Source: an optimization exercise on an open RTL-to-GDS flow (aim: small area and a short achievable clock period). Production flows keep margins and buffers that such runs may drop. At most, simulation tests tie the RTL to the original design; equivalence was not proved. Power and IR drop assume default switching activity.

Setup of fjord:
// dcache_dm
module dcache_dm (
  input  logic        CLK,
  input  logic        nRST,
  input  logic        halt,
  input  logic        dmemREN,
  input  logic        dmemWEN,
  input  logic        datomic,
  input  logic [31:0] dmemaddr,
  input  logic [31:0] dmemstore,
  output logic        dhit,
  output logic [31:0] dmemload,
  output logic        dREN,
  output logic        dWEN,
  output logic [31:0] daddr,
  output logic [31:0] dstore,
  input  logic        dwait,
  input  logic [31:0] dload,
  output logic        flushed
);
For scale: about 2400 cells after synthesis, ~790 flip-flops, roughly 200 I/O pins, roughly 31000 um^2 of cells after synthesis.
export LEC_CHECK = 0
export ABC_AREA = 1
export CAP_MARGIN = 5
export CORE_MARGIN = 2
export CORE_UTILIZATION = 60
export CTS_CLUSTER_DIAMETER = 80
export CTS_CLUSTER_SIZE = 30
export SETUP_SLACK_MARGIN = 2.0
export SLEW_MARGIN = 5
create_clock -name core_clock -period 6.5 [get_ports {CLK}]
standard.sh (not shown) runs the stock make flow with config.mk's settings and CLKGATE_MAP_FILE= SYNTH_SCRIPT=/design/flow/synth_recipe.tcl, a recipe that flattens the netlist after the stock synthesis.
==> flow/flow/run.sh <==
#!/bin/bash
# Standard layout, with the ports buffered by buf_4 cells instead of the default buffer
# and no dummy loads in the clock tree.
set -e
export BUFFER_PORTS_ARGS="-buffer_cell sky130_fd_sc_hd__buf_4"
export CTS_ARGS="-sink_clustering_enable -repair_clock_nets -sink_clustering_size 30 -sink_clustering_max_diameter 80 -dont_use_dummy_load"
bash standard.sh > standard_flow.log 2>&1
fjord has completed all stages; timing, DRC and antenna checks passed.
### fjord -> maple
Settings: CAP_MARGIN: 5 -> 20; SLEW_MARGIN: 5 -> 20; SETUP_SLACK_MARGIN: 2.0 -> 1.8.
### Flow results
Looking at fjord and maple, the switching power as a share of total power is a wash.
fjord has a higher signed area change from the synthesized netlist to the final layout than maple.
Re final critical-path share of the clock period: fjord was lower than maple.
fjord ran to completion and came out clean on the timing, DRC and antenna checks.
maple finished end to end and its layout was clean on timing, DRC and antenna.
Compared with fjord, maple shows a lower multi-input gate share of the layout cell area.
Comparing maple against fjord, there is no change at all in minimum setup slack after placement.
Going from fjord to maple, the sequential share of layout area was found to have gone up by 1.7 points.
maple against fjord: worst supply voltage drop on vdd saw little to no change; register-to-register slack went down by 0.08 ns.
### maple -> juniper
Settings: swapping 1 for 0 in ABC_AREA; swapping 1.8 for 2.0 in SETUP_SLACK_MARGIN.
==> comparison <==
Between juniper and maple, the vertical die dimension does not differ in any meaningful way.
When juniper is set beside maple, its post-route clock skew turns out to be 0.028 ns larger.
There was hardly any difference in met2 track demand over resource between juniper and maple.
In juniper, global-route usage is higher than in maple.
From maple to juniper the numbers moved as follows: first-pass GRT wire length +15000 um, number of vias per cell after detailed routing has increased, met1 track utilization from global routing rose 9.8 points, number of cells in the finished layout apart from fillers now smaller, clock-buffer cell count moved up.
On final total power, the lower figure sits with maple, not juniper.
The inputs of amber differ from those of juniper as listed below.
Settings: ABC_AREA now 1, was 0.
==> flow/flow/run.sh <==
#!/bin/bash
# Standard layout, with the ports buffered by buf_1 cells instead of the default buffer
# and no dummy loads in the clock tree.
set -e
export BUFFER_PORTS_ARGS="-buffer_cell sky130_fd_sc_hd__buf_1"
export CTS_ARGS="-sink_clustering_enable -repair_clock_nets -sink_clustering_size 30 -sink_clustering_max_diameter 80 -dont_use_dummy_load"
bash standard.sh > standard_flow.log 2>&1
### Flow results
amber finished all stages; the layout is clean.
In amber the number of ordinary and repair buffers in the finished layout turned out 50 higher than in juniper.
compound AO/OA/AOI/OAI gates as the largest family of logic cells by synthesized area was reported by juniper, and simple AND/OR/NAND/NOR gates by amber.
Total number of vias, juniper and amber: lower on amber
The storage element area of juniper and that of amber are within noise of each other.
Number of iterations in the first detailed-routing pass for amber: 3 down relative to juniper
Average routed wire per standard cell (higher): juniper
Function was not checked in any run of this note: the RTL went through the layout flow alone.

---

Another version of the RTL of dcache_dm (not shown whole).
For scale: about 200 I/O pins, ~32000 um^2 of cells after synthesis.
export LEC_CHECK = 0
export ABC_AREA = 1
export CAP_MARGIN = 20
export CORE_MARGIN = 2
export CORE_UTILIZATION = 60
export CTS_CLUSTER_DIAMETER = 80
export CTS_CLUSTER_SIZE = 30
export SETUP_SLACK_MARGIN = 2.0
export SLEW_MARGIN = 20
create_clock -name core_clock -period 6.5 [get_ports {CLK}]
==> flow/flow/run.sh <==
#!/bin/bash
# Standard layout, with the ports buffered by buf_2 cells instead of the default buffer
# and no dummy loads in the clock tree.
set -e
export BUFFER_PORTS_ARGS="-buffer_cell sky130_fd_sc_hd__buf_2"
export CTS_ARGS="-sink_clustering_enable -repair_clock_nets -sink_clustering_size 30 -sink_clustering_max_diameter 80 -dont_use_dummy_load"
bash standard.sh > standard_flow.log 2>&1
Edit:
==> flow/flow/run.sh (replaced) <==
#!/bin/bash
# Standard layout, with the ports buffered by buf_4 cells instead of the default buffer.
set -e
export BUFFER_PORTS_ARGS="-buffer_cell sky130_fd_sc_hd__buf_4"
bash standard.sh > standard_flow.log 2>&1
--- a/flow/config.mk
+++ b/flow/config.mk
@@ -11 +11 @@
-export CORE_UTILIZATION = 60
+export CORE_UTILIZATION = 85
@@ -13,0 +14 @@
+export PLACE_DENSITY = 0.92
What happened: Now the flow died in clock tree synthesis (4_1_cts) with DPL-0038; synthesized cell count is unchanged; synthesized area is unchanged.
Edit:
==> flow/flow/run.sh (replaced) <==
#!/bin/bash
# Standard layout, with the ports buffered by buf_4 cells instead of the default buffer
# and no dummy loads in the clock tree.
set -e
export BUFFER_PORTS_ARGS="-buffer_cell sky130_fd_sc_hd__buf_4"
export CTS_ARGS="-sink_clustering_enable -repair_clock_nets -sink_clustering_size 20 -sink_clustering_max_diameter 60 -buf_list sky130_fd_sc_hd__clkbuf_8 -dont_use_dummy_load"
bash standard.sh > standard_flow.log 2>&1
--- a/flow/config.mk
+++ b/flow/config.mk
@@ -11,5 +11,5 @@
-export CORE_UTILIZATION = 85
-export CTS_CLUSTER_DIAMETER = 80
-export CTS_CLUSTER_SIZE = 30
-export PLACE_DENSITY = 0.92
-export SETUP_SLACK_MARGIN = 2.0
+export CORE_UTILIZATION = 60
+export CTS_BUF_LIST = sky130_fd_sc_hd__clkbuf_8
+export CTS_CLUSTER_DIAMETER = 60
+export CTS_CLUSTER_SIZE = 20
+export SETUP_SLACK_MARGIN = 1.85
=>
- With this change the flow ran to the end with no violations
- area after synthesis is unchanged
- synthesized cell count is unchanged
Edit:
--- a/flow/flow/run.sh
+++ b/flow/flow/run.sh
@@ -6 +6 @@
-export CTS_ARGS="-sink_clustering_enable -repair_clock_nets -sink_clustering_size 20 -sink_clustering_max_diameter 60 -buf_list sky130_fd_sc_hd__clkbuf_8 -dont_use_dummy_load"
+export CTS_ARGS="-sink_clustering_enable -repair_clock_nets -sink_clustering_size 30 -sink_clustering_max_diameter 80 -dont_use_dummy_load"
--- a/flow/config.mk
+++ b/flow/config.mk
@@ -12,4 +12,3 @@
-export CTS_BUF_LIST = sky130_fd_sc_hd__clkbuf_8
-export CTS_CLUSTER_DIAMETER = 60
-export CTS_CLUSTER_SIZE = 20
-export SETUP_SLACK_MARGIN = 1.85
+export CTS_CLUSTER_DIAMETER = 80
+export CTS_CLUSTER_SIZE = 30
+export SETUP_SLACK_MARGIN = 1.7
Outcome: The new run finished clean; register-to-register slack is worse by 0.12 ns; die area stays the same; flip-flop and latch count is unchanged; routed wire length fell by 2.5%.
Edit:
--- a/flow/config.mk
+++ b/flow/config.mk
@@ -11 +11 @@
-export CORE_UTILIZATION = 60
+export CORE_UTILIZATION = 65
@@ -14 +14 @@
-export SETUP_SLACK_MARGIN = 1.7
+export SETUP_SLACK_MARGIN = 1.8
Flip-flop and latch count is unchanged.
Maximum frequency rises by a few percent.
Clock-buffer cell count came out lower by 1.
Edit:
--- a/flow/config.mk
+++ b/flow/config.mk
@@ -11 +11 @@
-export CORE_UTILIZATION = 65
+export CORE_UTILIZATION = 60
@@ -14 +14 @@
-export SETUP_SLACK_MARGIN = 1.8
+export SETUP_SLACK_MARGIN = 1.5
Result: The new run completed with no timing, DRC or antenna violations; count of clock-buffer cells in the layout grows by 1; cell count came out higher by 0.85%; total power went down by 3.1%; worst setup slack got worse by 0.28 ns; sequential share of layout area rises by 1.7 points; via count came out lower by 3.5%; maximum frequency is lower by 5.7%; cell area fell by 2.5%; utilization went down by 8.1 points; clock power climbs by about 3%; wire length is lower by 2.5%.

---

## run A
dcache_dm again, from the RTL that the note above started with.
export LEC_CHECK = 0
export ABC_AREA = 1
export CAP_MARGIN = 20
export CORE_MARGIN = 2
export CORE_UTILIZATION = 60
export CTS_CLUSTER_DIAMETER = 80
export CTS_CLUSTER_SIZE = 30
export SETUP_SLACK_MARGIN = 1.9
export SLEW_MARGIN = 20
create_clock -name core_clock -period 6.5 [get_ports {CLK}]
==> flow/flow/run.sh <==
#!/bin/bash
# Standard layout, with the ports buffered by buf_4 cells instead of the default buffer
# and no dummy loads in the clock tree.
set -e
export BUFFER_PORTS_ARGS="-buffer_cell sky130_fd_sc_hd__buf_4"
export CTS_ARGS="-sink_clustering_enable -repair_clock_nets -sink_clustering_size 30 -sink_clustering_max_diameter 80 -dont_use_dummy_load"
bash standard.sh > standard_flow.log 2>&1
Run A completed end to end with timing, DRC and antenna clean.
Input-level comparison between run B and run A:
- SETUP_SLACK_MARGIN now 2.2, was 1.9
--- outcome ---
Status: placed standard-cell area parity (run A, run B)
Overall power of the completed layout: higher on run B
Compared with run A, run B shows a number of antenna violations at the first check in global routing that is 1 lower.
Delta (run B minus run A): arrival time at the worst endpoint now larger, wire length per cell after detailed routing now larger, core utilization now larger, power share of the clock group now smaller.
Run B vs run A, highest metal layer used by the detailed router: met4 vs met5
Relative to run B, the following input files were edited for run C:
- swapping 60 for 70 in CORE_UTILIZATION
- putting PLACE_DENSITY at 0.8 where nothing was set
- swapping 2.2 for 2.0 in SETUP_SLACK_MARGIN
==> flow/flow/run.sh <==
#!/bin/bash
# Standard layout, with the ports buffered by buf_4 cells instead of the default buffer.
set -e
export BUFFER_PORTS_ARGS="-buffer_cell sky130_fd_sc_hd__buf_4"
bash standard.sh > standard_flow.log 2>&1
Findings:
- Compared with run B, maximum resistive drop on vdd in run C increased by more than 10%.
- In the tables for run B and run C, horizontal die dimension reads lower with run C.
- Number of buffers added by the clock tree synthesis step is lower on run C
- Compared with run B, run C shows a total power that is 1.5% higher.
- Via count for run C is higher than for run B.

[what the ideal ports hide]
The flow's constraints put no driver on any port. The routed layouts listed below were extracted and timed again, unchanged, in two steps. Step 1 sets driving cells, clkbuf_16 on the clock port and buf_2 on the other inputs (assumed; they add their load-dependent delay and slew). Step 2 also shifts input and output timing later by t, the mid clock arrival at the registers, as if the neighbouring blocks saw the same clock. a / b / c = ideal / step 1 / step 2; a / b = the first two.
run | t (ns) | slack for setup (ns) | clock arrival spread, ns | worst slew at a driven data input, ns | pins driven straight from the clock port
fjord | 0.628 | 1.846 / 1.757 / 1.448 | 0.062 / 0.062 | 0.11 | 1
maple | 0.624 | 1.800 / 1.756 / 1.443 | 0.056 / 0.056 | 0.08 | 1
juniper | 0.625 | 1.558 / 1.368 / 1.368 | 0.083 / 0.083 | 0.23 | 1
amber | 0.629 | 1.847 / 1.809 / 1.588 | 0.060 / 0.061 | 0.10 | 1
the first run of note 2 | 0.634 | 1.818 / 1.770 / 1.528 | 0.042 / 0.042 | 0.08 | 1
the third run of note 2 | 0.732 | 1.821 / 1.759 / 1.335 | 0.077 / 0.077 | 0.09 | 1
the fourth run of note 2 | 0.640 | 1.658 / 1.637 / 1.285 | 0.040 / 0.040 | 0.08 | 1
the fifth run of note 2 | 0.624 | 1.828 / 1.795 / 1.531 | 0.043 / 0.044 | 0.12 | 1
the sixth run of note 2 | 0.640 | 1.544 / 1.522 / 1.168 | 0.040 / 0.040 | 0.09 | 1
run A | 0.644 | 1.849 / 1.804 / 1.471 | 0.046 / 0.046 | 0.09 | 1
run B | 0.642 | 1.822 / 1.769 / 1.627 | 0.044 / 0.044 | 0.12 | 1
run C | 0.660 | 1.482 / 1.400 / 1.034 | 0.042 / 0.042 | 0.14 | 1
After both steps every run listed still meets setup and hold. The setup slack of the third run of note 2, which loses most, moves by -0.062 ns with the drivers and by -0.486 ns with both steps.
